Source: an optimization exercise on an open RTL-to-GDS flow (aim: small area and few clock cycles per item). Production flows keep margins and buffers that such runs may drop. RTL that was checked went through simulation tests only; none was proved equivalent to the original. Function not checked in run 1: the RTL went through the layout flow alone.

==> flow/design.v (outline; a module is shown in full before it is edited, if it fits) <==
// module sha1_round: 58 lines
// module sha1_add3: 283 lines
// module sha1_xor2: 3 lines
// module sha1_xnor2: 3 lines
// module sha1_nand2: 3 lines
// module sha1_nor2: 3 lines
// module sha1_inv: 3 lines
// module sha1_mux2: 3 lines
// module sha1_aoi21: 3 lines
// module sha1_oai21: 3 lines
// module sha1_core_mb: 155 lines
module sha1_core_mb
#(
    parameter int UNROLL = 4
)
(
    input  logic         CLK,
    input  logic         nRST,
    input  logic         START,
    input  logic         FIRST,
    input  logic [511:0] SHA1IN,
    output logic         BUSY,
    output logic         DONE,
    output logic [159:0] SHA1OUT
);
  // ...
==> flow/run.sh <==
#!/bin/bash
# synth_recipe.tcl (not shown) runs the flow's synth.tcl, then flattens the netlist and writes it again
# the make line also repeats each setting of config.mk as NAME=value (left out here)
make -C /OpenROAD-flow-scripts/flow DESIGN_CONFIG=/design/flow/config.mk WORK_HOME=/design/flow/orfs CLKGATE_MAP_FILE= SYNTH_SCRIPT=/design/flow/synth_recipe.tcl finish
==> flow/config.mk <==
export PLATFORM = sky130hd
export DESIGN_NAME = sha1_core_mb
export DESIGN_NICKNAME = sha1_core_mb
export VERILOG_FILES = /design/flow/design.v
export SDC_FILE = /design/flow/constraint.sdc
export NUM_CORES = 4
export LEC_CHECK = 0
export CAP_MARGIN = 20
export CORE_MARGIN = 2
export CORE_UTILIZATION = 40
export SLEW_MARGIN = 20
export SYNTH_HIERARCHICAL = 1
==> flow/constraint.sdc <==
create_clock -name core_clock -period 8.5 [get_ports {CLK}]
set_input_delay 1.7000 -clock core_clock [delete_from_list [all_inputs] [get_ports {CLK}]]
set_output_delay 1.7000 -clock core_clock [all_outputs]
set_load 0.01 [all_outputs]
==> flow_summary.rst, run 1 <==
.. list-table::
   :header-rows: 1

   * - Metric
     - Value
   * - Number of max-slew violations in the final report
     - 0
   * - Number of signal-net buffers in the layout
     - 1844
   * - Final nets
     - 11250
   * - Final hold violation count
     - 0
   * - Drt drc
     - 0
   * - Cell mode on critical path
     - buf_4
   * - Via/cell ratio
     - 5.379
   * - Placement row count
     - 155
   * - First-pass GRT wire length
     - 494000 um
   * - Worst clock skew
     - 0.09034 ns
   * - Outcome
     - timing/DRC/antenna clean
   * - Register with the most flip-flops
     - w_q
   * - Count of inverters other than clock inverters in the layout
     - 1114
   * - Diode insertion count for antenna repair
     - 33
   * - Global routing usage summed across all routing layers
     - 38.96%
   * - Critical path's largest stage delay
     - 0.57 ns
   * - Kind of cell adding the most delay to the critical path
     - compound AO/OA/AOI/OAI gates
   * - Number of antenna violations at the first check in global routing
     - 59
   * - Number of nets with antenna violations after detailed routing
     - 0
   * - TritonCTS clock tree
     - built
   * - Met3 layer usage reported by global route
     - 8.337%
   * - Grt total ovfl
     - 0
   * - Critical path data arrival time
     - 9.01 ns
   * - Post-cts resize count
     - 139
   * - Worst-case reg-to-reg path depth
     - 40
   * - Area of the multi-input gates
     - 50440 sq um
   * - Area taken by flip-flops and latches
     - 18770 sq um
   * - Final std cells w/o fill
     - 12320
   * - Clock latency on the worst-skew pair
     - 0.82 ns
   * - H-tree depth
     - 3
   * - Detailed-route via count
     - 66290
==> module sha1_round, before the edit <==
module sha1_round
#(
    parameter bit HAS_X = 1'b0,
    parameter bit PRE   = 1'b0      
)
(
    input  logic [31:0] a_in,
    input  logic [31:0] b_in,
    input  logic [31:0] c_in,
    input  logic [31:0] d_in,
    input  logic [31:0] e_in,
    input  logic [31:0] w_in,
    input  logic [3:0]  sel,         
    input  logic [31:0] x_in,
    input  logic [31:0] f_in,
    output logic [31:0] a_out
);
    logic [31:0] k;
    logic [31:0] f1, f0, f;
    logic [31:0] s1, c1, s2, c2, s3, c3;
    assign k = ({32{sel[0]}} & K_00_19) | ({32{sel[1]}} & K_20_39) |
               ({32{sel[2]}} & K_40_59) | ({32{sel[3]}} & K_60_79);
    assign f1 = sel[0] ? c_in : sel[2] ? (c_in | d_in) : ~(c_in ^ d_in);
    assign f0 = sel[0] ? d_in : sel[2] ? (c_in & d_in) : (c_in ^ d_in);
    if (PRE) begin : g_fpre
        assign f = f_in;
    end else begin : g_fsel
        assign f = (b_in & f1) | (~b_in & f0);
    end
    if (PRE) begin : g_pre
        assign s1 = e_in;
        assign c1 = 32'd0;
    end else begin : g_ewk
        assign s1 = e_in ^ w_in ^ k;
        assign c1 = ((e_in & w_in) | (e_in & k) | (w_in & k)) << 1;
    end
    if (HAS_X) begin : g_x
        assign s2 = s1 ^ c1 ^ x_in;
        assign c2 = ((s1 & c1) | (s1 & x_in) | (c1 & x_in)) << 1;
    end else begin : g_nox
        assign s2 = s1;
        assign c2 = c1;
    end
    if (PRE && !HAS_X) begin : g_f1
        assign s3 = s2;
        assign c3 = f;
    end else begin : g_f3
        assign s3 = s2 ^ c2 ^ f;
        assign c3 = ((s2 & c2) | (s2 & f) | (c2 & f)) << 1;
    end
    sha1_add3 u_add (
        .a  (a_in),
        .hx (s3 ^ c3),
        .hy (s3 & c3),
        .ho (s3 | c3),
        .y  (a_out)
    );
endmodule
==> inputs of run 2 (changes only) <==
--- a/flow/design.v
+++ b/flow/design.v
@@ -15,7 +15,9 @@
 module sha1_round
 #(
     parameter bit HAS_X = 1'b0,
-    parameter bit PRE   = 1'b0      
+    parameter bit PREX  = 1'b0,     
+    parameter bit PREF  = 1'b0,     
+    parameter bit PREH  = 1'b0      
 )
 (
     input  logic [31:0] a_in,
@@ -27,7 +29,8 @@
     input  logic [3:0]  sel,         
     input  logic [31:0] x_in,
     input  logic [31:0] f_in,
-    output logic [31:0] a_out
+    output logic [31:0] a_out,       
+    output logic [31:0] a_out2       
 );
     logic [31:0] k;
     logic [31:0] f1, f0, f;
@@ -36,12 +39,12 @@
                ({32{sel[2]}} & K_40_59) | ({32{sel[3]}} & K_60_79);
     assign f1 = sel[0] ? c_in : sel[2] ? (c_in | d_in) : ~(c_in ^ d_in);
     assign f0 = sel[0] ? d_in : sel[2] ? (c_in & d_in) : (c_in ^ d_in);
-    if (PRE) begin : g_fpre
+    if (PREF) begin : g_fpre
         assign f = f_in;
     end else begin : g_fsel
         assign f = (b_in & f1) | (~b_in & f0);
     end
-    if (PRE) begin : g_pre
+    if (PREX) begin : g_pre
         assign s1 = e_in;
         assign c1 = 32'd0;
     end else begin : g_ewk
@@ -55,19 +58,28 @@
         assign s2 = s1;
         assign c2 = c1;
     end
-    if (PRE && !HAS_X) begin : g_f1
+    if (PREX && !HAS_X) begin : g_f1
         assign s3 = s2;
         assign c3 = f;
     end else begin : g_f3
         assign s3 = s2 ^ c2 ^ f;
         assign c3 = ((s2 & c2) | (s2 & f) | (c2 & f)) << 1;
     end
+    logic [31:0] hx, hy;
+    if (PREH) begin : g_hpre
+        assign hx = e_in;
+        assign hy = f_in;
+    end else begin : g_h
+        assign hx = s3 ^ c3;
+        assign hy = s3 & c3;
+    end
     sha1_add3 u_add (
         .a  (a_in),
-        .hx (s3 ^ c3),
-        .hy (s3 & c3),
-        .ho (s3 | c3),
-        .y  (a_out)
+        .hx (hx),
+        .hy (hy),
+        .ho (hx | hy),
+        .y  (a_out),
+        .y2 (a_out2)
     );
 endmodule
 module sha1_add3
@@ -76,22 +88,23 @@
     input  logic [31:0] hx,    
     input  logic [31:0] hy,    
     input  logic [31:0] ho,    
-    output logic [31:0] y
+    output logic [31:0] y,     
+    output logic [31:0] y2     
 );
-    logic [31:0] ra, hs, hc, gn0, pn0;
+    logic [31:0] ra, hs, hcn, gn0, pn0;
     assign ra = {a[26:0], a[31:27]};
-    assign hc[0] = 1'b0;
+    assign hcn[0] = 1'b1;
+    assign gn0[0] = 1'b1;
+    assign pn0[0] = 1'b1;
     for (genvar i = 0; i < 32; i++) begin : g_in
         sha1_xor2 u_hs (.a(hx[i]), .b(ra[i]), .y(hs[i]));
         if (i > 0) begin : g_c
-            sha1_mux2 u_hc (.s(ra[i-1]), .d1(ho[i-1]), .d0(hy[i-1]), .y(hc[i]));
-            sha1_nand2 u_g (.a(hs[i]), .b(hc[i]), .y(gn0[i]));
-            sha1_xnor2 u_pn (.a(hs[i]), .b(hc[i]), .y(pn0[i]));
+            sha1_aoi21 u_hc (.a1(ra[i-1]), .a2(ho[i-1]), .b(hy[i-1]), .y(hcn[i]));
+            sha1_nand2b u_g (.a(hs[i]), .bn(hcn[i]), .y(gn0[i]));
+            sha1_xor2 u_pn (.a(hs[i]), .b(hcn[i]), .y(pn0[i]));
         end
     end
-    assign pn0[0] = ~hs[0];
-    logic g1_1, g1_2, p1_2, g1_3, p1_3, g1_4, p1_4, g1_5, p1_5, g1_6, p1_6, g1_7, p1_7, g1_8, p1_8, g1_9, p1_9, g1_10, p1_10, g1_11, p1_11, g1_12, p1_12, g1_13, p1_13, g1_14, p1_14, g1_15, p1_15, g1_16, p1_16, g1_17, p1_17, g1_18, p1_18, g1_19, p1_19, g1_20, p1_20, g1_21, p1_21, g1_22, p1_22, g1_23, p1_23, g1_24, p1_24, g1_25, p1_25, g1_26, p1_26, g1_27, p1_27, g1_28, p1_28, g1_29, p1_29, g1_30, p1_30, g1_31, p1_31, g2_1, g2_2, g2_3, g2_4, p2_4, g2_5, p2_5, g2_6, p2_6, g2_7, p2_7, g2_8, p2_8, g2_9, p2_9, g2_10, p2_10, g2_11, p2_11, g2_12, p2_12, g2_13, p2_13, g2_14, p2_14, g2_15, p2_15, g2_16, p2_16, g2_17, p2_17, g2_18, p2_18, g2_19, p2_19, g2_20, p2_20, g2_21, p2_21, g2_22, p2_22, g2_23, p2_23, g2_24, p2_24, g2_25, p2_25, g2_26, p2_26, g2_27, p2_27, g2_28, p2_28, g2_29, p2_29, g2_30, p2_30, g2_31, p2_31, g3_1, g3_2, g3_3, g3_4, g3_5, g3_6, g3_7, g3_8, p3_8, g3_9, p3_9, g3_10, p3_10, g3_11, p3_11, g3_12, p3_12, g3_13, p3_13, g3_14, p3_14, g3_15, p3_15, g3_16, p3_16, g3_17, p3_17, g3_18, p3_18, g3_19, p3_19, g3_20, p3_20, g3_21, p3_21, g3_22, p3_22, g3_23, p3_23, g3_24, p3_24, g3_25, p3_25, g3_26, p3_26, g3_27, p3_27, g3_28, p3_28, g3_29, p3_29, g3_30, p3_30, g3_31, p3_31, g4_1, g4_2, g4_3, g4_4, g4_5, g4_6, g4_7, g4_8, g4_9, g4_10, g4_11, g4_12, g4_13, g4_14, g4_15, g4_16, p4_16, g4_17, p4_17, g4_18, p4_18, g4_19, p4_19, g4_20, p4_20, g4_21, p4_21, g4_22, p4_22, g4_23, p4_23, g4_24, p4_24, g4_25, p4_25, g4_26, p4_26, g4_27, p4_27, g4_28, p4_28, g4_29, p4_29, g4_30, p4_30, g4_31, p4_31, g5_1, g5_2, g5_3, g5_4, g5_5, g5_6, g5_7, g5_8, g5_9, g5_10, g5_11, g5_12, g5_13, g5_14, g5_15, g5_16, g5_17, g5_18, g5_19, g5_20, g5_21, g5_22, g5_23, g5_24, g5_25, g5_26, g5_27, g5_28, g5_29, g5_30, g5_31;
-    sha1_inv u_pg1_1 (.a(gn0[1]), .y(g1_1));
+    logic g1_2, p1_2, g1_3, p1_3, g1_4, p1_4, g1_5, p1_5, g1_6, p1_6, g1_7, p1_7, g1_8, p1_8, g1_9, p1_9, g1_10, p1_10, g1_11, p1_11, g1_12, p1_12, g1_13, p1_13, g1_14, p1_14, g1_15, p1_15, g1_16, p1_16, g1_17, p1_17, g1_18, p1_18, g1_19, p1_19, g1_20, p1_20, g1_21, p1_21, g1_22, p1_22, g1_23, p1_23, g1_24, p1_24, g1_25, p1_25, g1_26, p1_26, g1_27, p1_27, g1_28, p1_28, g1_29, p1_29, g1_30, p1_30, g1_31, p1_31, v1, g2_3, g2_4, p2_4, g2_5, p2_5, g2_6, p2_6, g2_7, p2_7, g2_8, p2_8, g2_9, p2_9, g2_10, p2_10, g2_11, p2_11, g2_12, p2_12, g2_13, p2_13, g2_14, p2_14, g2_15, p2_15, g2_16, p2_16, g2_17, p2_17, g2_18, p2_18, g2_19, p2_19, g2_20, p2_20, g2_21, p2_21, g2_22, p2_22, g2_23, p2_23, g2_24, p2_24, g2_25, p2_25, g2_26, p2_26, g2_27, p2_27, g2_28, p2_28, g2_29, p2_29, g2_30, p2_30, g2_31, p2_31, v2, v3, g3_5, v4, g3_6, g3_7, g3_8, p3_8, g3_9, p3_9, g3_10, p3_10, g3_11, p3_11, g3_12, p3_12, g3_13, p3_13, g3_14, p3_14, g3_15, p3_15, g3_16, p3_16, g3_17, p3_17, g3_18, p3_18, g3_19, p3_19, g3_20, p3_20, g3_21, p3_21, g3_22, p3_22, g3_23, p3_23, g3_24, p3_24, g3_25, p3_25, g3_26, p3_26, g3_27, p3_27, g3_28, p3_28, g3_29, p3_29, g3_30, p3_30, g3_31, p3_31, v5, v6, v7, v8, g4_9, v9, g4_10, g4_11, v10, g4_12, g4_13, g4_14, g4_15, g4_16, p4_16, g4_17, p4_17, g4_18, p4_18, g4_19, p4_19, g4_20, p4_20, g4_21, p4_21, g4_22, p4_22, g4_23, p4_23, g4_24, p4_24, g4_25, p4_25, g4_26, p4_26, g4_27, p4_27, g4_28, p4_28, g4_29, p4_29, g4_30, p4_30, g4_31, p4_31, v11, v12, v13, v14, v15, v16, v17, v18, g5_17, v19, g5_18, g5_19, v20, g5_20, g5_21, g5_22, g5_23, v21, g5_24, g5_25, g5_26, g5_27, g5_28, g5_29, g5_30, g5_31, v22, v23, v24, v25, v26, v27, v28, v29, v30, v31, v32, v33, v34, v35, v36;
     sha1_oai21 u_g1_2 (.a1(pn0[2]), .a2(gn0[1]), .b(gn0[2]), .y(g1_2));
     sha1_nor2 u_p1_2 (.a(pn0[2]), .b(pn0[1]), .y(p1_2));
     sha1_oai21 u_g1_3 (.a1(pn0[3]), .a2(gn0[2]), .b(gn0[3]), .y(g1_3));
@@ -152,9 +165,8 @@
     sha1_nor2 u_p1_30 (.a(pn0[30]), .b(pn0[29]), .y(p1_30));
     sha1_oai21 u_g1_31 (.a1(pn0[31]), .a2(gn0[30]), .b(gn0[31]), .y(g1_31));
     sha1_nor2 u_p1_31 (.a(pn0[31]), .b(pn0[30]), .y(p1_31));
-    sha1_inv u_pg2_1 (.a(g1_1), .y(g2_1));
-    sha1_inv u_pg2_2 (.a(g1_2), .y(g2_2));
-    sha1_aoi21 u_g2_3 (.a1(p1_3), .a2(g1_1), .b(g1_3), .y(g2_3));
+    sha1_inv u_v1 (.a(gn0[1]), .y(v1));
+    sha1_aoi21 u_g2_3 (.a1(p1_3), .a2(v1), .b(g1_3), .y(g2_3));
     sha1_aoi21 u_g2_4 (.a1(p1_4), .a2(g1_2), .b(g1_4), .y(g2_4));
     sha1_nand2 u_p2_4 (.a(p1_4), .b(p1_2), .y(p2_4));
     sha1_aoi21 u_g2_5 (.a1(p1_5), .a2(g1_3), .b(g1_5), .y(g2_5));
@@ -211,12 +223,11 @@
     sha1_nand2 u_p2_30 (.a(p1_30), .b(p1_28), .y(p2_30));
     sha1_aoi21 u_g2_31 (.a1(p1_31), .a2(g1_29), .b(g1_31), .y(g2_31));
     sha1_nand2 u_p2_31 (.a(p1_31), .b(p1_29), .y(p2_31));
-    sha1_inv u_pg3_1 (.a(g2_1), .y(g3_1));
-    sha1_inv u_pg3_2 (.a(g2_2), .y(g3_2));
-    sha1_inv u_pg3_3 (.a(g2_3), .y(g3_3));
-    sha1_inv u_pg3_4 (.a(g2_4), .y(g3_4));
-    sha1_oai21 u_g3_5 (.a1(p2_5), .a2(g2_1), .b(g2_5), .y(g3_5));
-    sha1_oai21 u_g3_6 (.a1(p2_6), .a2(g2_2), .b(g2_6), .y(g3_6));
+    sha1_inv u_v2 (.a(gn0[1]), .y(v2));
+    sha1_inv u_v3 (.a(v2), .y(v3));
+    sha1_oai21 u_g3_5 (.a1(p2_5), .a2(v3), .b(g2_5), .y(g3_5));
+    sha1_inv u_v4 (.a(g1_2), .y(v4));
+    sha1_oai21 u_g3_6 (.a1(p2_6), .a2(v4), .b(g2_6), .y(g3_6));
     sha1_oai21 u_g3_7 (.a1(p2_7), .a2(g2_3), .b(g2_7), .y(g3_7));
     sha1_oai21 u_g3_8 (.a1(p2_8), .a2(g2_4), .b(g2_8), .y(g3_8));
     sha1_nor2 u_p3_8 (.a(p2_8), .b(p2_4), .y(p3_8));
@@ -266,18 +277,16 @@
     sha1_nor2 u_p3_30 (.a(p2_30), .b(p2_26), .y(p3_30));
     sha1_oai21 u_g3_31 (.a1(p2_31), .a2(g2_27), .b(g2_31), .y(g3_31));
     sha1_nor2 u_p3_31 (.a(p2_31), .b(p2_27), .y(p3_31));
-    sha1_inv u_pg4_1 (.a(g3_1), .y(g4_1));
-    sha1_inv u_pg4_2 (.a(g3_2), .y(g4_2));
-    sha1_inv u_pg4_3 (.a(g3_3), .y(g4_3));
-    sha1_inv u_pg4_4 (.a(g3_4), .y(g4_4));
-    sha1_inv u_pg4_5 (.a(g3_5), .y(g4_5));
-    sha1_inv u_pg4_6 (.a(g3_6), .y(g4_6));
-    sha1_inv u_pg4_7 (.a(g3_7), .y(g4_7));
-    sha1_inv u_pg4_8 (.a(g3_8), .y(g4_8));
-    sha1_aoi21 u_g4_9 (.a1(p3_9), .a2(g3_1), .b(g3_9), .y(g4_9));
-    sha1_aoi21 u_g4_10 (.a1(p3_10), .a2(g3_2), .b(g3_10), .y(g4_10));
-    sha1_aoi21 u_g4_11 (.a1(p3_11), .a2(g3_3), .b(g3_11), .y(g4_11));
-    sha1_aoi21 u_g4_12 (.a1(p3_12), .a2(g3_4), .b(g3_12), .y(g4_12));
+    sha1_inv u_v5 (.a(v2), .y(v5));
+    sha1_inv u_v6 (.a(g1_2), .y(v6));
+    sha1_inv u_v7 (.a(g2_3), .y(v7));
+    sha1_inv u_v8 (.a(v5), .y(v8));
+    sha1_aoi21 u_g4_9 (.a1(p3_9), .a2(v8), .b(g3_9), .y(g4_9));
+    sha1_inv u_v9 (.a(v6), .y(v9));
+    sha1_aoi21 u_g4_10 (.a1(p3_10), .a2(v9), .b(g3_10), .y(g4_10));
+    sha1_aoi21 u_g4_11 (.a1(p3_11), .a2(v7), .b(g3_11), .y(g4_11));
+    sha1_inv u_v10 (.a(g2_4), .y(v10));
+    sha1_aoi21 u_g4_12 (.a1(p3_12), .a2(v10), .b(g3_12), .y(g4_12));
     sha1_aoi21 u_g4_13 (.a1(p3_13), .a2(g3_5), .b(g3_13), .y(g4_13));
     sha1_aoi21 u_g4_14 (.a1(p3_14), .a2(g3_6), .b(g3_14), .y(g4_14));
     sha1_aoi21 u_g4_15 (.a1(p3_15), .a2(g3_7), .b(g3_15), .y(g4_15));
@@ -313,30 +322,25 @@
     sha1_nand2 u_p4_30 (.a(p3_30), .b(p3_22), .y(p4_30));
     sha1_aoi21 u_g4_31 (.a1(p3_31), .a2(g3_23), .b(g3_31), .y(g4_31));
     sha1_nand2 u_p4_31 (.a(p3_31), .b(p3_23), .y(p4_31));
-    sha1_inv u_pg5_1 (.a(g4_1), .y(g5_1));
-    sha1_inv u_pg5_2 (.a(g4_2), .y(g5_2));
-    sha1_inv u_pg5_3 (.a(g4_3), .y(g5_3));
-    sha1_inv u_pg5_4 (.a(g4_4), .y(g5_4));
-    sha1_inv u_pg5_5 (.a(g4_5), .y(g5_5));
-    sha1_inv u_pg5_6 (.a(g4_6), .y(g5_6));
-    sha1_inv u_pg5_7 (.a(g4_7), .y(g5_7));
-    sha1_inv u_pg5_8 (.a(g4_8), .y(g5_8));
-    sha1_inv u_pg5_9 (.a(g4_9), .y(g5_9));
-    sha1_inv u_pg5_10 (.a(g4_10), .y(g5_10));
-    sha1_inv u_pg5_11 (.a(g4_11), .y(g5_11));
-    sha1_inv u_pg5_12 (.a(g4_12), .y(g5_12));
-    sha1_inv u_pg5_13 (.a(g4_13), .y(g5_13));
-    sha1_inv u_pg5_14 (.a(g4_14), .y(g5_14));
-    sha1_inv u_pg5_15 (.a(g4_15), .y(g5_15));
-    sha1_inv u_pg5_16 (.a(g4_16), .y(g5_16));
-    sha1_oai21 u_g5_17 (.a1(p4_17), .a2(g4_1), .b(g4_17), .y(g5_17));
-    sha1_oai21 u_g5_18 (.a1(p4_18), .a2(g4_2), .b(g4_18), .y(g5_18));
-    sha1_oai21 u_g5_19 (.a1(p4_19), .a2(g4_3), .b(g4_19), .y(g5_19));
-    sha1_oai21 u_g5_20 (.a1(p4_20), .a2(g4_4), .b(g4_20), .y(g5_20));
-    sha1_oai21 u_g5_21 (.a1(p4_21), .a2(g4_5), .b(g4_21), .y(g5_21));
-    sha1_oai21 u_g5_22 (.a1(p4_22), .a2(g4_6), .b(g4_22), .y(g5_22));
-    sha1_oai21 u_g5_23 (.a1(p4_23), .a2(g4_7), .b(g4_23), .y(g5_23));
-    sha1_oai21 u_g5_24 (.a1(p4_24), .a2(g4_8), .b(g4_24), .y(g5_24));
+    sha1_inv u_v11 (.a(v5), .y(v11));
+    sha1_inv u_v12 (.a(v6), .y(v12));
+    sha1_inv u_v13 (.a(v7), .y(v13));
+    sha1_inv u_v14 (.a(g2_4), .y(v14));
+    sha1_inv u_v15 (.a(g3_5), .y(v15));
+    sha1_inv u_v16 (.a(g3_6), .y(v16));
+    sha1_inv u_v17 (.a(g3_7), .y(v17));
+    sha1_inv u_v18 (.a(v11), .y(v18));
+    sha1_oai21 u_g5_17 (.a1(p4_17), .a2(v18), .b(g4_17), .y(g5_17));
+    sha1_inv u_v19 (.a(v12), .y(v19));
+    sha1_oai21 u_g5_18 (.a1(p4_18), .a2(v19), .b(g4_18), .y(g5_18));
+    sha1_oai21 u_g5_19 (.a1(p4_19), .a2(v13), .b(g4_19), .y(g5_19));
+    sha1_inv u_v20 (.a(v14), .y(v20));
+    sha1_oai21 u_g5_20 (.a1(p4_20), .a2(v20), .b(g4_20), .y(g5_20));
+    sha1_oai21 u_g5_21 (.a1(p4_21), .a2(v15), .b(g4_21), .y(g5_21));
+    sha1_oai21 u_g5_22 (.a1(p4_22), .a2(v16), .b(g4_22), .y(g5_22));
+    sha1_oai21 u_g5_23 (.a1(p4_23), .a2(v17), .b(g4_23), .y(g5_23));
+    sha1_inv u_v21 (.a(g3_8), .y(v21));
+    sha1_oai21 u_g5_24 (.a1(p4_24), .a2(v21), .b(g4_24), .y(g5_24));
     sha1_oai21 u_g5_25 (.a1(p4_25), .a2(g4_9), .b(g4_25), .y(g5_25));
     sha1_oai21 u_g5_26 (.a1(p4_26), .a2(g4_10), .b(g4_26), .y(g5_26));
     sha1_oai21 u_g5_27 (.a1(p4_27), .a2(g4_11), .b(g4_27), .y(g5_27));
@@ -344,14 +348,270 @@
     sha1_oai21 u_g5_29 (.a1(p4_29), .a2(g4_13), .b(g4_29), .y(g5_29));
     sha1_oai21 u_g5_30 (.a1(p4_30), .a2(g4_14), .b(g4_30), .y(g5_30));
     sha1_oai21 u_g5_31 (.a1(p4_31), .a2(g4_15), .b(g4_31), .y(g5_31));
-    logic [31:0] gfin;
-    assign gfin = {g5_31, g5_30, g5_29, g5_28, g5_27, g5_26, g5_25, g5_24, g5_23, g5_22, g5_21, g5_20, g5_19, g5_18, g5_17, g5_16, g5_15, g5_14, g5_13, g5_12, g5_11, g5_10, g5_9, g5_8, g5_7, g5_6, g5_5, g5_4, g5_3, g5_2, g5_1, 1'b0};
-    assign y[0] = hs[0];
-    for (genvar i = 1; i < 32; i++) begin : g_sum
-        logic gc;
-        assign gc = gfin[i-1];
-        sha1_xnor2 u_s (.a(pn0[i]), .b(gc), .y(y[i]));
+    sha1_inv u_v22 (.a(v11), .y(v22));
+    sha1_inv u_v23 (.a(v12), .y(v23));
+    sha1_inv u_v24 (.a(v13), .y(v24));
+    sha1_inv u_v25 (.a(v14), .y(v25));
+    sha1_inv u_v26 (.a(v15), .y(v26));
+    sha1_inv u_v27 (.a(v16), .y(v27));
+    sha1_inv u_v28 (.a(v17), .y(v28));
+    sha1_inv u_v29 (.a(g3_8), .y(v29));
+    sha1_inv u_v30 (.a(g4_9), .y(v30));
+    sha1_inv u_v31 (.a(g4_10), .y(v31));
+    sha1_inv u_v32 (.a(g4_11), .y(v32));
+    sha1_inv u_v33 (.a(g4_12), .y(v33));
+    sha1_inv u_v34 (.a(g4_13), .y(v34));
+    sha1_inv u_v35 (.a(g4_14), .y(v35));
+    sha1_inv u_v36 (.a(g4_15), .y(v36));
+    sha1_buf u_y0 (.a(hs[0]), .y(y[0]));
+    assign y[1] = ~pn0[1];
+    sha1_xor2 u_ys2 (.a(pn0[2]), .b(v22), .y(y[2]));
+    sha1_xor2 u_ys3 (.a(pn0[3]), .b(v23), .y(y[3]));
+    sha1_xnor2 u_ys4 (.a(pn0[4]), .b(v24), .y(y[4]));
+    sha1_xor2 u_ys5 (.a(pn0[5]), .b(v25), .y(y[5]));
+    sha1_xnor2 u_ys6 (.a(pn0[6]), .b(v26), .y(y[6]));
+    sha1_xnor2 u_ys7 (.a(pn0[7]), .b(v27), .y(y[7]));
+    sha1_xnor2 u_ys8 (.a(pn0[8]), .b(v28), .y(y[8]));
+    sha1_xor2 u_ys9 (.a(pn0[9]), .b(v29), .y(y[9]));
+    sha1_xnor2 u_ys10 (.a(pn0[10]), .b(v30), .y(y[10]));
+    sha1_xnor2 u_ys11 (.a(pn0[11]), .b(v31), .y(y[11]));
+    sha1_xnor2 u_ys12 (.a(pn0[12]), .b(v32), .y(y[12]));
+    sha1_xnor2 u_ys13 (.a(pn0[13]), .b(v33), .y(y[13]));
+    sha1_xnor2 u_ys14 (.a(pn0[14]), .b(v34), .y(y[14]));
+    sha1_xnor2 u_ys15 (.a(pn0[15]), .b(v35), .y(y[15]));
+    sha1_xnor2 u_ys16 (.a(pn0[16]), .b(v36), .y(y[16]));
+    sha1_xor2 u_ys17 (.a(pn0[17]), .b(g4_16), .y(y[17]));
+    sha1_xnor2 u_ys18 (.a(pn0[18]), .b(g5_17), .y(y[18]));
+    sha1_xnor2 u_ys19 (.a(pn0[19]), .b(g5_18), .y(y[19]));
+    sha1_xnor2 u_ys20 (.a(pn0[20]), .b(g5_19), .y(y[20]));
+    sha1_xnor2 u_ys21 (.a(pn0[21]), .b(g5_20), .y(y[21]));
+    sha1_xnor2 u_ys22 (.a(pn0[22]), .b(g5_21), .y(y[22]));
+    sha1_xnor2 u_ys23 (.a(pn0[23]), .b(g5_22), .y(y[23]));
+    sha1_xnor2 u_ys24 (.a(pn0[24]), .b(g5_23), .y(y[24]));
+    sha1_xnor2 u_ys25 (.a(pn0[25]), .b(g5_24), .y(y[25]));
+    sha1_xnor2 u_ys26 (.a(pn0[26]), .b(g5_25), .y(y[26]));
+    sha1_xnor2 u_ys27 (.a(pn0[27]), .b(g5_26), .y(y[27]));
+    sha1_xnor2 u_ys28 (.a(pn0[28]), .b(g5_27), .y(y[28]));
+    sha1_xnor2 u_ys29 (.a(pn0[29]), .b(g5_28), .y(y[29]));
+    sha1_xnor2 u_ys30 (.a(pn0[30]), .b(g5_29), .y(y[30]));
+    sha1_xnor2 u_ys31 (.a(pn0[31]), .b(g5_30), .y(y[31]));
+    sha1_bufd u_y20 (.a(hs[0]), .y(y2[0]));
+    assign y2[1] = ~pn0[1];
+    sha1_xor2d u_y2s2 (.a(pn0[2]), .b(v22), .y(y2[2]));
+    sha1_xor2d u_y2s3 (.a(pn0[3]), .b(v23), .y(y2[3]));
+    sha1_xnor2d u_y2s4 (.a(pn0[4]), .b(v24), .y(y2[4]));
+    sha1_xor2d u_y2s5 (.a(pn0[5]), .b(v25), .y(y2[5]));
+    sha1_xnor2d u_y2s6 (.a(pn0[6]), .b(v26), .y(y2[6]));
+    sha1_xnor2d u_y2s7 (.a(pn0[7]), .b(v27), .y(y2[7]));
+    sha1_xnor2d u_y2s8 (.a(pn0[8]), .b(v28), .y(y2[8]));
+    sha1_xor2d u_y2s9 (.a(pn0[9]), .b(v29), .y(y2[9]));
+    sha1_xnor2d u_y2s10 (.a(pn0[10]), .b(v30), .y(y2[10]));
+    sha1_xnor2d u_y2s11 (.a(pn0[11]), .b(v31), .y(y2[11]));
+    sha1_xnor2d u_y2s12 (.a(pn0[12]), .b(v32), .y(y2[12]));
+    sha1_xnor2d u_y2s13 (.a(pn0[13]), .b(v33), .y(y2[13]));
+    sha1_xnor2d u_y2s14 (.a(pn0[14]), .b(v34), .y(y2[14]));
+    sha1_xnor2d u_y2s15 (.a(pn0[15]), .b(v35), .y(y2[15]));
+    sha1_xnor2d u_y2s16 (.a(pn0[16]), .b(v36), .y(y2[16]));
+    sha1_xor2d u_y2s17 (.a(pn0[17]), .b(g4_16), .y(y2[17]));
+    sha1_xnor2d u_y2s18 (.a(pn0[18]), .b(g5_17), .y(y2[18]));
+    sha1_xnor2d u_y2s19 (.a(pn0[19]), .b(g5_18), .y(y2[19]));
+    sha1_xnor2d u_y2s20 (.a(pn0[20]), .b(g5_19), .y(y2[20]));
+    sha1_xnor2d u_y2s21 (.a(pn0[21]), .b(g5_20), .y(y2[21]));
+    sha1_xnor2d u_y2s22 (.a(pn0[22]), .b(g5_21), .y(y2[22]));
+    sha1_xnor2d u_y2s23 (.a(pn0[23]), .b(g5_22), .y(y2[23]));
+    sha1_xnor2d u_y2s24 (.a(pn0[24]), .b(g5_23), .y(y2[24]));
+    sha1_xnor2d u_y2s25 (.a(pn0[25]), .b(g5_24), .y(y2[25]));
+    sha1_xnor2d u_y2s26 (.a(pn0[26]), .b(g5_25), .y(y2[26]));
+    sha1_xnor2d u_y2s27 (.a(pn0[27]), .b(g5_26), .y(y2[27]));
+    sha1_xnor2d u_y2s28 (.a(pn0[28]), .b(g5_27), .y(y2[28]));
+    sha1_xnor2d u_y2s29 (.a(pn0[29]), .b(g5_28), .y(y2[29]));
+    sha1_xnor2d u_y2s30 (.a(pn0[30]), .b(g5_29), .y(y2[30]));
+    sha1_xnor2d u_y2s31 (.a(pn0[31]), .b(g5_30), .y(y2[31]));
+endmodule
+module sha1_add2
+(
+    input  logic [31:0] a,
+    input  logic [31:0] b,
+    output logic [31:0] y
+);
+    logic [31:0] gn0, pn0;
+    for (genvar i = 0; i < 32; i++) begin : g_in
+        sha1_nand2 u_g (.a(a[i]), .b(b[i]), .y(gn0[i]));
+        sha1_xnor2 u_pn (.a(a[i]), .b(b[i]), .y(pn0[i]));
     end
+    logic g1_1, g1_3, p1_3, g1_5, p1_5, g1_7, p1_7, g1_9, p1_9, g1_11, p1_11, g1_13, p1_13, g1_15, p1_15, g1_17, p1_17, g1_19, p1_19, g1_21, p1_21, g1_23, p1_23, g1_25, p1_25, g1_27, p1_27, g1_29, p1_29, g1_31, p1_31, g2_3, g2_5, p2_5, g2_7, p2_7, g2_9, p2_9, g2_11, p2_11, g2_13, p2_13, g2_15, p2_15, g2_17, p2_17, g2_19, p2_19, g2_21, p2_21, g2_23, p2_23, g2_25, p2_25, g2_27, p2_27, g2_29, p2_29, g2_31, p2_31, v1, g3_5, g3_7, g3_9, p3_9, g3_11, p3_11, g3_13, p3_13, g3_15, p3_15, g3_17, p3_17, g3_19, p3_19, g3_21, p3_21, g3_23, p3_23, g3_25, p3_25, g3_27, p3_27, g3_29, p3_29, g3_31, p3_31, g4_9, v2, g4_11, g4_13, g4_15, g4_17, p4_17, g4_19, p4_19, g4_21, p4_21, g4_23, p4_23, g4_25, p4_25, g4_27, p4_27, g4_29, p4_29, g4_31, p4_31, g5_17, g5_19, v3, g5_21, v4, g5_23, g5_25, g5_27, g5_29, g5_31, g6_2, g6_4, g6_6, g6_8, g6_10, g6_12, g6_14, g6_16, v5, g6_18, v6, g6_20, v7, g6_22, v8, g6_24, v9, g6_26, v10, g6_28, v11, g6_30;
+    sha1_oai21 u_g1_1 (.a1(pn0[1]), .a2(gn0[0]), .b(gn0[1]), .y(g1_1));
+    sha1_oai21 u_g1_3 (.a1(pn0[3]), .a2(gn0[2]), .b(gn0[3]), .y(g1_3));
+    sha1_nor2 u_p1_3 (.a(pn0[3]), .b(pn0[2]), .y(p1_3));
+    sha1_oai21 u_g1_5 (.a1(pn0[5]), .a2(gn0[4]), .b(gn0[5]), .y(g1_5));
+    sha1_nor2 u_p1_5 (.a(pn0[5]), .b(pn0[4]), .y(p1_5));
+    sha1_oai21 u_g1_7 (.a1(pn0[7]), .a2(gn0[6]), .b(gn0[7]), .y(g1_7));
+    sha1_nor2 u_p1_7 (.a(pn0[7]), .b(pn0[6]), .y(p1_7));
+    sha1_oai21 u_g1_9 (.a1(pn0[9]), .a2(gn0[8]), .b(gn0[9]), .y(g1_9));
+    sha1_nor2 u_p1_9 (.a(pn0[9]), .b(pn0[8]), .y(p1_9));
+    sha1_oai21 u_g1_11 (.a1(pn0[11]), .a2(gn0[10]), .b(gn0[11]), .y(g1_11));
+    sha1_nor2 u_p1_11 (.a(pn0[11]), .b(pn0[10]), .y(p1_11));
+    sha1_oai21 u_g1_13 (.a1(pn0[13]), .a2(gn0[12]), .b(gn0[13]), .y(g1_13));
+    sha1_nor2 u_p1_13 (.a(pn0[13]), .b(pn0[12]), .y(p1_13));
+    sha1_oai21 u_g1_15 (.a1(pn0[15]), .a2(gn0[14]), .b(gn0[15]), .y(g1_15));
+    sha1_nor2 u_p1_15 (.a(pn0[15]), .b(pn0[14]), .y(p1_15));
+    sha1_oai21 u_g1_17 (.a1(pn0[17]), .a2(gn0[16]), .b(gn0[17]), .y(g1_17));
+    sha1_nor2 u_p1_17 (.a(pn0[17]), .b(pn0[16]), .y(p1_17));
+    sha1_oai21 u_g1_19 (.a1(pn0[19]), .a2(gn0[18]), .b(gn0[19]), .y(g1_19));
+    sha1_nor2 u_p1_19 (.a(pn0[19]), .b(pn0[18]), .y(p1_19));
+    sha1_oai21 u_g1_21 (.a1(pn0[21]), .a2(gn0[20]), .b(gn0[21]), .y(g1_21));
+    sha1_nor2 u_p1_21 (.a(pn0[21]), .b(pn0[20]), .y(p1_21));
+    sha1_oai21 u_g1_23 (.a1(pn0[23]), .a2(gn0[22]), .b(gn0[23]), .y(g1_23));
+    sha1_nor2 u_p1_23 (.a(pn0[23]), .b(pn0[22]), .y(p1_23));
+    sha1_oai21 u_g1_25 (.a1(pn0[25]), .a2(gn0[24]), .b(gn0[25]), .y(g1_25));
+    sha1_nor2 u_p1_25 (.a(pn0[25]), .b(pn0[24]), .y(p1_25));
+    sha1_oai21 u_g1_27 (.a1(pn0[27]), .a2(gn0[26]), .b(gn0[27]), .y(g1_27));
+    sha1_nor2 u_p1_27 (.a(pn0[27]), .b(pn0[26]), .y(p1_27));
+    sha1_oai21 u_g1_29 (.a1(pn0[29]), .a2(gn0[28]), .b(gn0[29]), .y(g1_29));
+    sha1_nor2 u_p1_29 (.a(pn0[29]), .b(pn0[28]), .y(p1_29));
+    sha1_oai21 u_g1_31 (.a1(pn0[31]), .a2(gn0[30]), .b(gn0[31]), .y(g1_31));
+    sha1_nor2 u_p1_31 (.a(pn0[31]), .b(pn0[30]), .y(p1_31));
+    sha1_aoi21 u_g2_3 (.a1(p1_3), .a2(g1_1), .b(g1_3), .y(g2_3));
+    sha1_aoi21 u_g2_5 (.a1(p1_5), .a2(g1_3), .b(g1_5), .y(g2_5));
+    sha1_nand2 u_p2_5 (.a(p1_5), .b(p1_3), .y(p2_5));
+    sha1_aoi21 u_g2_7 (.a1(p1_7), .a2(g1_5), .b(g1_7), .y(g2_7));
+    sha1_nand2 u_p2_7 (.a(p1_7), .b(p1_5), .y(p2_7));
+    sha1_aoi21 u_g2_9 (.a1(p1_9), .a2(g1_7), .b(g1_9), .y(g2_9));
+    sha1_nand2 u_p2_9 (.a(p1_9), .b(p1_7), .y(p2_9));
+    sha1_aoi21 u_g2_11 (.a1(p1_11), .a2(g1_9), .b(g1_11), .y(g2_11));
+    sha1_nand2 u_p2_11 (.a(p1_11), .b(p1_9), .y(p2_11));
+    sha1_aoi21 u_g2_13 (.a1(p1_13), .a2(g1_11), .b(g1_13), .y(g2_13));
+    sha1_nand2 u_p2_13 (.a(p1_13), .b(p1_11), .y(p2_13));
+    sha1_aoi21 u_g2_15 (.a1(p1_15), .a2(g1_13), .b(g1_15), .y(g2_15));
+    sha1_nand2 u_p2_15 (.a(p1_15), .b(p1_13), .y(p2_15));
+    sha1_aoi21 u_g2_17 (.a1(p1_17), .a2(g1_15), .b(g1_17), .y(g2_17));
+    sha1_nand2 u_p2_17 (.a(p1_17), .b(p1_15), .y(p2_17));
+    sha1_aoi21 u_g2_19 (.a1(p1_19), .a2(g1_17), .b(g1_19), .y(g2_19));
+    sha1_nand2 u_p2_19 (.a(p1_19), .b(p1_17), .y(p2_19));
+    sha1_aoi21 u_g2_21 (.a1(p1_21), .a2(g1_19), .b(g1_21), .y(g2_21));
+    sha1_nand2 u_p2_21 (.a(p1_21), .b(p1_19), .y(p2_21));
+    sha1_aoi21 u_g2_23 (.a1(p1_23), .a2(g1_21), .b(g1_23), .y(g2_23));
+    sha1_nand2 u_p2_23 (.a(p1_23), .b(p1_21), .y(p2_23));
+    sha1_aoi21 u_g2_25 (.a1(p1_25), .a2(g1_23), .b(g1_25), .y(g2_25));
+    sha1_nand2 u_p2_25 (.a(p1_25), .b(p1_23), .y(p2_25));
+    sha1_aoi21 u_g2_27 (.a1(p1_27), .a2(g1_25), .b(g1_27), .y(g2_27));
+    sha1_nand2 u_p2_27 (.a(p1_27), .b(p1_25), .y(p2_27));
+    sha1_aoi21 u_g2_29 (.a1(p1_29), .a2(g1_27), .b(g1_29), .y(g2_29));
+    sha1_nand2 u_p2_29 (.a(p1_29), .b(p1_27), .y(p2_29));
+    sha1_aoi21 u_g2_31 (.a1(p1_31), .a2(g1_29), .b(g1_31), .y(g2_31));
+    sha1_nand2 u_p2_31 (.a(p1_31), .b(p1_29), .y(p2_31));
+    sha1_inv u_v1 (.a(g1_1), .y(v1));
+    sha1_oai21 u_g3_5 (.a1(p2_5), .a2(v1), .b(g2_5), .y(g3_5));
+    sha1_oai21 u_g3_7 (.a1(p2_7), .a2(g2_3), .b(g2_7), .y(g3_7));
+    sha1_oai21 u_g3_9 (.a1(p2_9), .a2(g2_5), .b(g2_9), .y(g3_9));
+    sha1_nor2 u_p3_9 (.a(p2_9), .b(p2_5), .y(p3_9));
+    sha1_oai21 u_g3_11 (.a1(p2_11), .a2(g2_7), .b(g2_11), .y(g3_11));
+    sha1_nor2 u_p3_11 (.a(p2_11), .b(p2_7), .y(p3_11));
+    sha1_oai21 u_g3_13 (.a1(p2_13), .a2(g2_9), .b(g2_13), .y(g3_13));
+    sha1_nor2 u_p3_13 (.a(p2_13), .b(p2_9), .y(p3_13));
+    sha1_oai21 u_g3_15 (.a1(p2_15), .a2(g2_11), .b(g2_15), .y(g3_15));
+    sha1_nor2 u_p3_15 (.a(p2_15), .b(p2_11), .y(p3_15));
+    sha1_oai21 u_g3_17 (.a1(p2_17), .a2(g2_13), .b(g2_17), .y(g3_17));
+    sha1_nor2 u_p3_17 (.a(p2_17), .b(p2_13), .y(p3_17));
+    sha1_oai21 u_g3_19 (.a1(p2_19), .a2(g2_15), .b(g2_19), .y(g3_19));
+    sha1_nor2 u_p3_19 (.a(p2_19), .b(p2_15), .y(p3_19));
+    sha1_oai21 u_g3_21 (.a1(p2_21), .a2(g2_17), .b(g2_21), .y(g3_21));
+    sha1_nor2 u_p3_21 (.a(p2_21), .b(p2_17), .y(p3_21));
+    sha1_oai21 u_g3_23 (.a1(p2_23), .a2(g2_19), .b(g2_23), .y(g3_23));
+    sha1_nor2 u_p3_23 (.a(p2_23), .b(p2_19), .y(p3_23));
+    sha1_oai21 u_g3_25 (.a1(p2_25), .a2(g2_21), .b(g2_25), .y(g3_25));
+    sha1_nor2 u_p3_25 (.a(p2_25), .b(p2_21), .y(p3_25));
+    sha1_oai21 u_g3_27 (.a1(p2_27), .a2(g2_23), .b(g2_27), .y(g3_27));
+    sha1_nor2 u_p3_27 (.a(p2_27), .b(p2_23), .y(p3_27));
+    sha1_oai21 u_g3_29 (.a1(p2_29), .a2(g2_25), .b(g2_29), .y(g3_29));
+    sha1_nor2 u_p3_29 (.a(p2_29), .b(p2_25), .y(p3_29));
+    sha1_oai21 u_g3_31 (.a1(p2_31), .a2(g2_27), .b(g2_31), .y(g3_31));
+    sha1_nor2 u_p3_31 (.a(p2_31), .b(p2_27), .y(p3_31));
+    sha1_aoi21 u_g4_9 (.a1(p3_9), .a2(g1_1), .b(g3_9), .y(g4_9));
+    sha1_inv u_v2 (.a(g2_3), .y(v2));
+    sha1_aoi21 u_g4_11 (.a1(p3_11), .a2(v2), .b(g3_11), .y(g4_11));
+    sha1_aoi21 u_g4_13 (.a1(p3_13), .a2(g3_5), .b(g3_13), .y(g4_13));
+    sha1_aoi21 u_g4_15 (.a1(p3_15), .a2(g3_7), .b(g3_15), .y(g4_15));
+    sha1_aoi21 u_g4_17 (.a1(p3_17), .a2(g3_9), .b(g3_17), .y(g4_17));
+    sha1_nand2 u_p4_17 (.a(p3_17), .b(p3_9), .y(p4_17));
+    sha1_aoi21 u_g4_19 (.a1(p3_19), .a2(g3_11), .b(g3_19), .y(g4_19));
+    sha1_nand2 u_p4_19 (.a(p3_19), .b(p3_11), .y(p4_19));
+    sha1_aoi21 u_g4_21 (.a1(p3_21), .a2(g3_13), .b(g3_21), .y(g4_21));
+    sha1_nand2 u_p4_21 (.a(p3_21), .b(p3_13), .y(p4_21));
+    sha1_aoi21 u_g4_23 (.a1(p3_23), .a2(g3_15), .b(g3_23), .y(g4_23));
+    sha1_nand2 u_p4_23 (.a(p3_23), .b(p3_15), .y(p4_23));
+    sha1_aoi21 u_g4_25 (.a1(p3_25), .a2(g3_17), .b(g3_25), .y(g4_25));
+    sha1_nand2 u_p4_25 (.a(p3_25), .b(p3_17), .y(p4_25));
+    sha1_aoi21 u_g4_27 (.a1(p3_27), .a2(g3_19), .b(g3_27), .y(g4_27));
+    sha1_nand2 u_p4_27 (.a(p3_27), .b(p3_19), .y(p4_27));
+    sha1_aoi21 u_g4_29 (.a1(p3_29), .a2(g3_21), .b(g3_29), .y(g4_29));
+    sha1_nand2 u_p4_29 (.a(p3_29), .b(p3_21), .y(p4_29));
+    sha1_aoi21 u_g4_31 (.a1(p3_31), .a2(g3_23), .b(g3_31), .y(g4_31));
+    sha1_nand2 u_p4_31 (.a(p3_31), .b(p3_23), .y(p4_31));
+    sha1_oai21 u_g5_17 (.a1(p4_17), .a2(v1), .b(g4_17), .y(g5_17));
+    sha1_oai21 u_g5_19 (.a1(p4_19), .a2(g2_3), .b(g4_19), .y(g5_19));
+    sha1_inv u_v3 (.a(g3_5), .y(v3));
+    sha1_oai21 u_g5_21 (.a1(p4_21), .a2(v3), .b(g4_21), .y(g5_21));
+    sha1_inv u_v4 (.a(g3_7), .y(v4));
+    sha1_oai21 u_g5_23 (.a1(p4_23), .a2(v4), .b(g4_23), .y(g5_23));
+    sha1_oai21 u_g5_25 (.a1(p4_25), .a2(g4_9), .b(g4_25), .y(g5_25));
+    sha1_oai21 u_g5_27 (.a1(p4_27), .a2(g4_11), .b(g4_27), .y(g5_27));
+    sha1_oai21 u_g5_29 (.a1(p4_29), .a2(g4_13), .b(g4_29), .y(g5_29));
+    sha1_oai21 u_g5_31 (.a1(p4_31), .a2(g4_15), .b(g4_31), .y(g5_31));
+    sha1_oai21 u_g6_2 (.a1(pn0[2]), .a2(v1), .b(gn0[2]), .y(g6_2));
+    sha1_oai21 u_g6_4 (.a1(pn0[4]), .a2(g2_3), .b(gn0[4]), .y(g6_4));
+    sha1_oai21 u_g6_6 (.a1(pn0[6]), .a2(v3), .b(gn0[6]), .y(g6_6));
+    sha1_oai21 u_g6_8 (.a1(pn0[8]), .a2(v4), .b(gn0[8]), .y(g6_8));
+    sha1_oai21 u_g6_10 (.a1(pn0[10]), .a2(g4_9), .b(gn0[10]), .y(g6_10));
+    sha1_oai21 u_g6_12 (.a1(pn0[12]), .a2(g4_11), .b(gn0[12]), .y(g6_12));
+    sha1_oai21 u_g6_14 (.a1(pn0[14]), .a2(g4_13), .b(gn0[14]), .y(g6_14));
+    sha1_oai21 u_g6_16 (.a1(pn0[16]), .a2(g4_15), .b(gn0[16]), .y(g6_16));
+    sha1_inv u_v5 (.a(g5_17), .y(v5));
+    sha1_oai21 u_g6_18 (.a1(pn0[18]), .a2(v5), .b(gn0[18]), .y(g6_18));
+    sha1_inv u_v6 (.a(g5_19), .y(v6));
+    sha1_oai21 u_g6_20 (.a1(pn0[20]), .a2(v6), .b(gn0[20]), .y(g6_20));
+    sha1_inv u_v7 (.a(g5_21), .y(v7));
+    sha1_oai21 u_g6_22 (.a1(pn0[22]), .a2(v7), .b(gn0[22]), .y(g6_22));
+    sha1_inv u_v8 (.a(g5_23), .y(v8));
+    sha1_oai21 u_g6_24 (.a1(pn0[24]), .a2(v8), .b(gn0[24]), .y(g6_24));
+    sha1_inv u_v9 (.a(g5_25), .y(v9));
+    sha1_oai21 u_g6_26 (.a1(pn0[26]), .a2(v9), .b(gn0[26]), .y(g6_26));
+    sha1_inv u_v10 (.a(g5_27), .y(v10));
+    sha1_oai21 u_g6_28 (.a1(pn0[28]), .a2(v10), .b(gn0[28]), .y(g6_28));
+    sha1_inv u_v11 (.a(g5_29), .y(v11));
+    sha1_oai21 u_g6_30 (.a1(pn0[30]), .a2(v11), .b(gn0[30]), .y(g6_30));
+    assign y[0] = ~pn0[0];
+    sha1_xor2 u_ys1 (.a(pn0[1]), .b(gn0[0]), .y(y[1]));
+    sha1_xnor2 u_ys2 (.a(pn0[2]), .b(g1_1), .y(y[2]));
+    sha1_xnor2 u_ys3 (.a(pn0[3]), .b(g6_2), .y(y[3]));
+    sha1_xor2 u_ys4 (.a(pn0[4]), .b(g2_3), .y(y[4]));
+    sha1_xnor2 u_ys5 (.a(pn0[5]), .b(g6_4), .y(y[5]));
+    sha1_xnor2 u_ys6 (.a(pn0[6]), .b(g3_5), .y(y[6]));
+    sha1_xnor2 u_ys7 (.a(pn0[7]), .b(g6_6), .y(y[7]));
+    sha1_xnor2 u_ys8 (.a(pn0[8]), .b(g3_7), .y(y[8]));
+    sha1_xnor2 u_ys9 (.a(pn0[9]), .b(g6_8), .y(y[9]));
+    sha1_xor2 u_ys10 (.a(pn0[10]), .b(g4_9), .y(y[10]));
+    sha1_xnor2 u_ys11 (.a(pn0[11]), .b(g6_10), .y(y[11]));
+    sha1_xor2 u_ys12 (.a(pn0[12]), .b(g4_11), .y(y[12]));
+    sha1_xnor2 u_ys13 (.a(pn0[13]), .b(g6_12), .y(y[13]));
+    sha1_xor2 u_ys14 (.a(pn0[14]), .b(g4_13), .y(y[14]));
+    sha1_xnor2 u_ys15 (.a(pn0[15]), .b(g6_14), .y(y[15]));
+    sha1_xor2 u_ys16 (.a(pn0[16]), .b(g4_15), .y(y[16]));
+    sha1_xnor2 u_ys17 (.a(pn0[17]), .b(g6_16), .y(y[17]));
+    sha1_xnor2 u_ys18 (.a(pn0[18]), .b(g5_17), .y(y[18]));
+    sha1_xnor2 u_ys19 (.a(pn0[19]), .b(g6_18), .y(y[19]));
+    sha1_xnor2 u_ys20 (.a(pn0[20]), .b(g5_19), .y(y[20]));
+    sha1_xnor2 u_ys21 (.a(pn0[21]), .b(g6_20), .y(y[21]));
+    sha1_xnor2 u_ys22 (.a(pn0[22]), .b(g5_21), .y(y[22]));
+    sha1_xnor2 u_ys23 (.a(pn0[23]), .b(g6_22), .y(y[23]));
+    sha1_xnor2 u_ys24 (.a(pn0[24]), .b(g5_23), .y(y[24]));
+    sha1_xnor2 u_ys25 (.a(pn0[25]), .b(g6_24), .y(y[25]));
+    sha1_xnor2 u_ys26 (.a(pn0[26]), .b(g5_25), .y(y[26]));
+    sha1_xnor2 u_ys27 (.a(pn0[27]), .b(g6_26), .y(y[27]));
+    sha1_xnor2 u_ys28 (.a(pn0[28]), .b(g5_27), .y(y[28]));
+    sha1_xnor2 u_ys29 (.a(pn0[29]), .b(g6_28), .y(y[29]));
+    sha1_xnor2 u_ys30 (.a(pn0[30]), .b(g5_29), .y(y[30]));
+    sha1_xnor2 u_ys31 (.a(pn0[31]), .b(g6_30), .y(y[31]));
 endmodule
 module sha1_xor2 (input  logic a, b, output logic y);
     assign y = a ^ b;
@@ -368,8 +628,20 @@
 module sha1_inv (input  logic a, output logic y);
     assign y = ~a;
 endmodule
-module sha1_mux2 (input  logic s, d1, d0, output logic y);
-    assign y = s ? d1 : d0;
+module sha1_buf (input  logic a, output logic y);
+    assign y = a;
+endmodule
+module sha1_bufd (input  logic a, output logic y);
+    assign y = a;
+endmodule
+module sha1_xor2d (input  logic a, b, output logic y);
+    assign y = a ^ b;
+endmodule
+module sha1_xnor2d (input  logic a, b, output logic y);
+    assign y = ~(a ^ b);
+endmodule
+module sha1_nand2b (input  logic a, bn, output logic y);
+    assign y = ~(a & ~bn);
 endmodule
 module sha1_aoi21 (input  logic a1, a2, b, output logic y);
     assign y = ~((a1 & a2) | b);
@@ -400,9 +672,11 @@
     logic          busy_q, done_q, first_q, last_q;
     logic [6:0]    t_q, t_d;    
     logic [UNROLL-1:0][3:0] sel_q, sel_d;
-    logic [31:0]   a_q, b_q, c_q, d_q;
-    logic [31:0]   x_q, x_e, x_w, x_k;   
-    logic [31:0]   f_q, f_d;             
+    logic [31:0]   a_q, b_q, c_q;       
+    logic [31:0]   x_d, x_e, x_w, x_k;   
+    logic [31:0]   x1_q, x1_e, x1_w, x1_k;   
+    logic [31:0]   f_d;                  
+    logic [31:0]   h0x_q, h0y_q;         
     logic [31:0]   f_b, f_c, f_dd;
     logic [15:0][31:0] w_q;
     logic [15:0][31:0] shift_w;
@@ -431,26 +705,34 @@
     assign chain = first_q ? SHA1_IV : out_q;
     assign init  = FIRST ? SHA1_IV : out_q;
     for (gi = 0; gi < UNROLL; gi++) begin : g_rnd
-        logic [31:0] a_i, b_i, c_i, d_i, e_i;
-        logic [31:0] a_o, b_o, c_o, d_o, e_o;
+        logic [31:0] a_i, a_i2, b_i, c_i, d_i, e_i;
+        logic [31:0] a_o, a_o2, b_o, c_o, d_o, e_o;
         logic [31:0] x;
         if (gi == 0) begin : g_head
             assign a_i = a_q;
+            assign a_i2 = a_q;
             assign b_i = b_q;
             assign c_i = c_q;
-            assign d_i = d_q;
-            assign e_i = x_q;
+            assign d_i = 32'd0;   
+            assign e_i = h0x_q;
         end else begin : g_link
             assign a_i = g_rnd[gi-1].a_o;
+            assign a_i2 = g_rnd[gi-1].a_o2;
             assign b_i = g_rnd[gi-1].b_o;
             assign c_i = g_rnd[gi-1].c_o;
             assign d_i = g_rnd[gi-1].d_o;
-            assign e_i = g_rnd[gi-1].e_o;
+            if (gi == 1) begin : g_x1
+                assign e_i = x1_q;
+            end else begin : g_e
+                assign e_i = g_rnd[gi-1].e_o;
+            end
         end
         assign x = (gi == LASTN - 1 && last_q) ? chain[159:128] : 32'd0;
         sha1_round #(
             .HAS_X (gi == LASTN - 1),
-            .PRE   (gi == 0)
+            .PREX  (gi <= 1),
+            .PREF  (gi == 0),
+            .PREH  (gi == 0)
         ) u_round (
             .a_in  (a_i),
             .b_in  (b_i),
@@ -460,16 +742,22 @@
             .w_in  (g_ext[gi].w),
             .sel   (sel_q[gi]),
             .x_in  (x),
-            .f_in  (f_q),
-            .a_out (a_o)
+            .f_in  (h0y_q),
+            .a_out (a_o),
+            .a_out2 (a_o2)
         );
-        assign b_o = a_i;
+        assign b_o = a_i2;
         assign c_o = rotl(b_i, 30);
         assign d_o = c_i;
         assign e_o = d_i;
     end
     assign x_e = busy_q ? g_rnd[UNROLL-1].e_o : init[31:0];
     assign x_w = busy_q ? g_ext[UNROLL].w : SHA1IN[511:480];
+    assign x_d = x_e + x_w + x_k;
+    assign x1_e = busy_q ? g_rnd[UNROLL-1].d_o : init[63:32];
+    assign x1_w = busy_q ? g_ext[UNROLL+1].w : SHA1IN[479:448];
+    assign x1_k = ({32{sel_d[1][0]}} & K_00_19) | ({32{sel_d[1][1]}} & K_20_39) |
+                  ({32{sel_d[1][2]}} & K_40_59) | ({32{sel_d[1][3]}} & K_60_79);
     assign x_k = ({32{sel_d[0][0]}} & K_00_19) | ({32{sel_d[0][1]}} & K_20_39) |
                  ({32{sel_d[0][2]}} & K_40_59) | ({32{sel_d[0][3]}} & K_60_79);
     assign f_b  = busy_q ? g_rnd[UNROLL-1].b_o : init[127:96];
@@ -484,6 +772,9 @@
             f_d = f_b ^ f_c ^ f_dd;
         end
     end
+    logic [31:0] h1_sum, h2_sum;
+    sha1_add2 u_h1 (.a(chain[127:96]), .b(g_rnd[LASTN-1].b_o), .y(h1_sum));
+    sha1_add2 u_h2 (.a(chain[95:64]),  .b(g_rnd[LASTN-1].c_o), .y(h2_sum));
     always_ff @(posedge CLK or negedge nRST) begin
         if (!nRST) begin
             busy_q  <= 1'b0;
@@ -499,9 +790,7 @@
             t_q    <= t_d;
             sel_q  <= sel_d;
             if (busy_q && last_q) begin
-                out_q <= {g_rnd[LASTN-1].a_o,
-                          chain[127:96] + g_rnd[LASTN-1].b_o,
-                          chain[95:64]  + g_rnd[LASTN-1].c_o,
+                out_q <= {g_rnd[LASTN-1].a_o2, h1_sum, h2_sum,
                           chain[63:32]  + g_rnd[LASTN-1].d_o,
                           chain[31:0]   + g_rnd[LASTN-1].e_o};
             end
@@ -509,20 +798,20 @@
     end
     always_ff @(posedge CLK) begin
         if (busy_q) begin
-            a_q <= g_rnd[UNROLL-1].a_o;
+            a_q <= g_rnd[UNROLL-1].a_o2;
             b_q <= g_rnd[UNROLL-1].b_o;
             c_q <= g_rnd[UNROLL-1].c_o;
-            d_q <= g_rnd[UNROLL-1].d_o;
-            x_q <= x_e + x_w + x_k;
-            f_q <= f_d;
+            h0x_q <= x_d ^ f_d;
+            h0y_q <= x_d & f_d;
+            x1_q <= x1_e + x1_w + x1_k;
             w_q <= shift_w;
         end else begin
             a_q <= init[159:128];
             b_q <= init[127:96];
             c_q <= init[95:64];
-            d_q <= init[63:32];
-            x_q <= x_e + x_w + x_k;
-            f_q <= f_d;
+            h0x_q <= x_d ^ f_d;
+            h0y_q <= x_d & f_d;
+            x1_q <= x1_e + x1_w + x1_k;
             first_q <= FIRST;
             for (int j = 0; j < 16; j++) begin
                 w_q[j] <= SHA1IN[511 - 32*j -: 32];
==> flow/flow/run.sh (new file) <==
#!/bin/bash
# The standard layout (standard.sh), with the port buffers made of the
# smallest buffer instead of the resizer's default pick; the resizer may
# still upsize them. Each step's log stays under orfs/logs/; make's own
# output goes to make.log here.
set -euo pipefail
export BUFFER_PORTS_ARGS="-buffer_cell sky130_fd_sc_hd__buf_1"
bash standard.sh > make.log 2>&1
==> flow/standard.sh (new file) <==
#!/bin/bash
# synth_recipe.tcl (not shown) runs the flow's synth.tcl, then flattens the netlist and writes it again
# the make line also repeats each setting of config.mk as NAME=value (left out here)
make -C /OpenROAD-flow-scripts/flow DESIGN_CONFIG=/design/flow/config.mk WORK_HOME=/design/flow/orfs CLKGATE_MAP_FILE= SYNTH_SCRIPT=/design/flow/synth_recipe.tcl "${@:-finish}"
--- a/flow/config.mk
+++ b/flow/config.mk
@@ -7,6 +7,8 @@
 export LEC_CHECK = 0
 export CAP_MARGIN = 20
 export CORE_MARGIN = 2
-export CORE_UTILIZATION = 40
+export CORE_UTILIZATION = 55
+export CTS_BUF_LIST = sky130_fd_sc_hd__clkbuf_4 sky130_fd_sc_hd__clkbuf_8
+export GPL_TIMING_DRIVEN = 0
 export SLEW_MARGIN = 20
 export SYNTH_HIERARCHICAL = 1
removed: flow/run.sh
==> flow_summary.rst, run 2 <==
.. list-table::
   :header-rows: 1

   * - Metric
     - Value
   * - Max Cap Viol
     - 0 (unchanged)
   * - Die outline area
     - 132900 sq um (was 182300 sq um)
   * - Fraction of final layout cells with drive strength greater than 1
     - 20.10% (was 26.41%)
   * - Critical path's largest stage delay
     - 0.78 ns (was 0.57 ns)
   * - Drt drc
     - 0 (unchanged)
   * - Number of hold buffers added after CTS
     - 0 (unchanged)
   * - Grt total ovfl
     - 0 (unchanged)
   * - Met1 global-route usage
     - 60.43% (was 50.89%)
   * - Max-slew headroom at the worst pin
     - 12.57% (was 15.63%)
   * - Area inside the core boundary
     - 129300 sq um (was 178000 sq um)
   * - Pin count of the biggest net entering global routing
     - 33 (was 181)
   * - Worst-path cell with the longest stage delay
     - o22ai_1 (was a21oi_1)
   * - Post-Syn Area per Cell
     - 8.737 sq um (was 8.803 sq um)
   * - Leading cell types in the layout, fill and taps excluded
     - inv_1 (1010), nand2_1 (798), xnor2_1 (697) (was inv_1 (1100), buf_4 (1083), nand2_1 (783))
   * - Placement row count
     - 132 (was 155)
   * - GR Util met2
     - 75.68% (was 59.13%)
   * - H-tree depth
     - 4 (was 3)
   * - Achievable clock frequency
     - 0.1172 GHz (was 0.1203 GHz)
   * - Warnings from Yosys
     - 7 (unchanged)
   * - Cells after Synth
     - 8183 (was 8129)
   * - Largest regs
     - w_q (512), out_q (160) (unchanged)
   * - Final hold violation count
     - 0 (unchanged)
   * - Class of the tightest hold or removal check
     - register to register (unchanged)
   * - Pre-Repair DR Iteration Count
     - 9 (was 6)
   * - Initial core utilization
     - 55.29% (was 40.19%)
   * - Flip-flop count of the largest register, all copies and words added
     - 512 (unchanged)
   * - Actual slew at the worst max-slew pin
     - 1.311 ns (was 1.266 ns)
   * - Count of buffering cells on the critical path with inverters included
     - 5 (was 9)
   * - Area taken by flip-flops and latches
     - 18720 sq um (was 18770 sq um)
   * - Clock net sink count
     - 884 (was 887)
   * - Root Driver
     - clkbuf_8 (was clkbuf_16)
   * - Number of buffer cells added on primary ports
     - 677 (unchanged)
   * - Via/cell ratio
     - 6.181 (was 5.379)
   * - Kind of cell adding the most delay to the critical path
     - compound AO/OA/AOI/OAI gates (unchanged)
   * - Number of nets with antenna violations after detailed routing
     - 0 (unchanged)
   * - Bufs on Longest Clock Path
     - 3 (unchanged)
   * - Placed cell count
     - 10670 (was 12040)
   * - Detailed-route wire length per cell
     - 32.87 um (was 29.80 um)
   * - Kind of end point of the critical path
     - register (unchanged)
   * - Critical path class
     - register to register (unchanged)
   * - Met3 layer usage reported by global route
     - 20.66% (was 8.337%)
   * - Starting DRT DRC Count
     - 8487 (was 5997)
   * - Share of the clock period used by the worst path
     - 100.4% (was 97.79%)
   * - Number of antenna violations at the first check in global routing
     - 61 (was 59)
   * - Vias in the first global route
     - 64740 (was 63420)
   * - DRT Wirelength
     - 366700 um (was 367200 um)
   * - Clock latency on the worst-skew pair
     - 1.00 ns (was 0.82 ns)
   * - Critical path data arrival time
     - 9.39 ns (was 9.01 ns)
   * - Cell mode on critical path
     - a21oi_2 (was buf_4)
   * - Startpoint class of the critical path
     - register (unchanged)
   * - Global routing usage summed across all routing layers
     - 53.25% (was 38.96%)
   * - Worst clock skew
     - 0.08722 ns (was 0.09034 ns)
   * - Register with the most flip-flops
     - w_q (unchanged)
   * - Failing layout criteria
     - setup timing
   * - CTS Buf Count
     - 157 (was 108)
   * - Outcome
     - finished with violations (was timing/DRC/antenna clean)
   * - # IOs
     - 678 (unchanged)
   * - Post-synth design cell area
     - 71500 sq um (was 71560 sq um)
   * - Filler instances
     - 10910 (was 16480)
   * - Final Setup Violations
     - 3 (was 0)
   * - Die height
     - 364.5 um (was 427.0 um)
   * - GRT Max-Usage Layer
     - met2 (unchanged)
   * - Worst path setup slack after routing
     - -0.03411 ns (was 0.1882 ns)
   * - Post-detail-place hpwl
     - 304500 um (was 310600 um)
   * - Area of the multi-input gates
     - 51440 sq um (was 50440 sq um)
   * - TritonCTS clock tree
     - built (unchanged)
   * - Die span in x
     - 364.5 um (was 427.0 um)
   * - Number of max-slew violations in the final report
     - 0 (unchanged)
   * - RSZ-0062 raised after global routing
     - true (unchanged)
   * - Pre-CTS setup slack
     - -2.127 ns (was -1.128 ns)
   * - Layout overhead on the synthesized area
     - 19.62% (was 34.97%)
   * - Max Fanout on Critical Path
     - 7 (was 9)
   * - CTS clk-pin slew, worst paths
     - 0.07 ns (about the same)
   * - Data required time of the worst path
     - 9.35 ns (was 9.20 ns)
   * - Final critical-path required period
     - 8.534 ns (was 8.312 ns)
   * - Leading cell type in the layout, fill and taps excluded
     - inv_1 (unchanged)
   * - Detailed-route via count
     - 68960 (was 66290)
   * - Final std cells w/o fill
     - 11160 (was 12320)
   * - Final nets
     - 10550 (was 11250)
   * - Last weighted congestion value of the routability-driven placer
     - 1.169 (was 1.035)
   * - First-pass GRT wire length
     - 487000 um (was 494000 um)
[run 2: changes by cell type in the layout (fill, tap and decap cells not counted), moves of 158 or more]
cell,delta
buf_1,+689
buf_4,-913
a21oi_2,+183
clkdlybuf4s50_1,-676
nor2_1,+158
clkbuf_8,+160
[run 2: layer usage]
layer,vias to the layer above,wire length (um)
met4,32,44030
met5,-,191
met2,5120,146800
met3,1605,50260
li1,29010,-
met1,33190,125400
[run 2: final timing paths]
kind / startpoint / to / slack (ns) / cells past startpoint
max: a_q[5] / h0x_q[13] / -0.03 / 30
min: w_q[255] / w_q[127] / 0.43 / 1
max reg2reg: a_q[5] / h0x_q[13] / -0.03 / 30
min reg2reg: w_q[255] / w_q[127] / 0.43 / 1
max in group asynchronous: nRST / out_q[143] / 6.61 / 4
min in group asynchronous: nRST / out_q[51] / 0.74 / 1
[run 2: repair_timing]
item	4_1_cts	5_1_grt
pin swaps	29	33
resized for setup	242	191
cloned	0	0
setup buffers	42	100
setup endpoints to repair	179	135
endpoints found under the hold margin	0	0
[run 2: metrics by stage]
step | setup TNS, ns | hold slack (ns) | utilization [%] | area (sq um)
final | -0.07486 | 0.4317 | 66.13 | 85520
after global placement | -1002.77 | 0.4342 | 58.95 | 76230
after global routing | -0.2950 | 0.4558 | 66.08 | 85450
after detailed placement | -214.41 | 0.4401 | 59.90 | 77460
after floorplan | 0 | 0.4329 | - | 71510
after CTS | 0 | 0.4328 | 64.30 | 83150
[run 2: final cells by class]
type	instances	area share [%]
Antenna cell	54	0.1580
Buffer	225	1.208
Clock buffer	240	3.482
Clock inverter	50	0.9275
Inverter	1014	4.450
Multi-Input combinational cell	6064	60.15
Sequential cell	884	21.89
Tap cell	1742	2.549
Timing Repair Buffer	883	5.186

-- static timing again, ports no longer ideal --
Ports are ideal in the flow. The routed layouts listed here were re-timed in OpenROAD.
Step 1: set_driving_cell puts a clkbuf_16 on CLK and a buf_2 on each other input, an assumption about the parent block.
Step 2 moves the port delays by t, midway between the first and last clock arrival at a register: inputs arrive t later, outputs are due t later. That takes back most of the time a late clock gives input paths.
a / b / c = ideal ports / drivers / drivers and shift; a / b = the first two.
run	t, ns	slack for setup (ns)	worst data-port slew with drivers (ns)	pins driven straight from the clock port
run 1	0.861	0.188 / 0.188 / 0.188	0.20	1
run 2	1.027	-0.034 / -0.034 / -0.499	0.14	1
The setup slack of run 2, which loses most, moves by 0.000 ns with the drivers and by -0.465 ns with both steps.
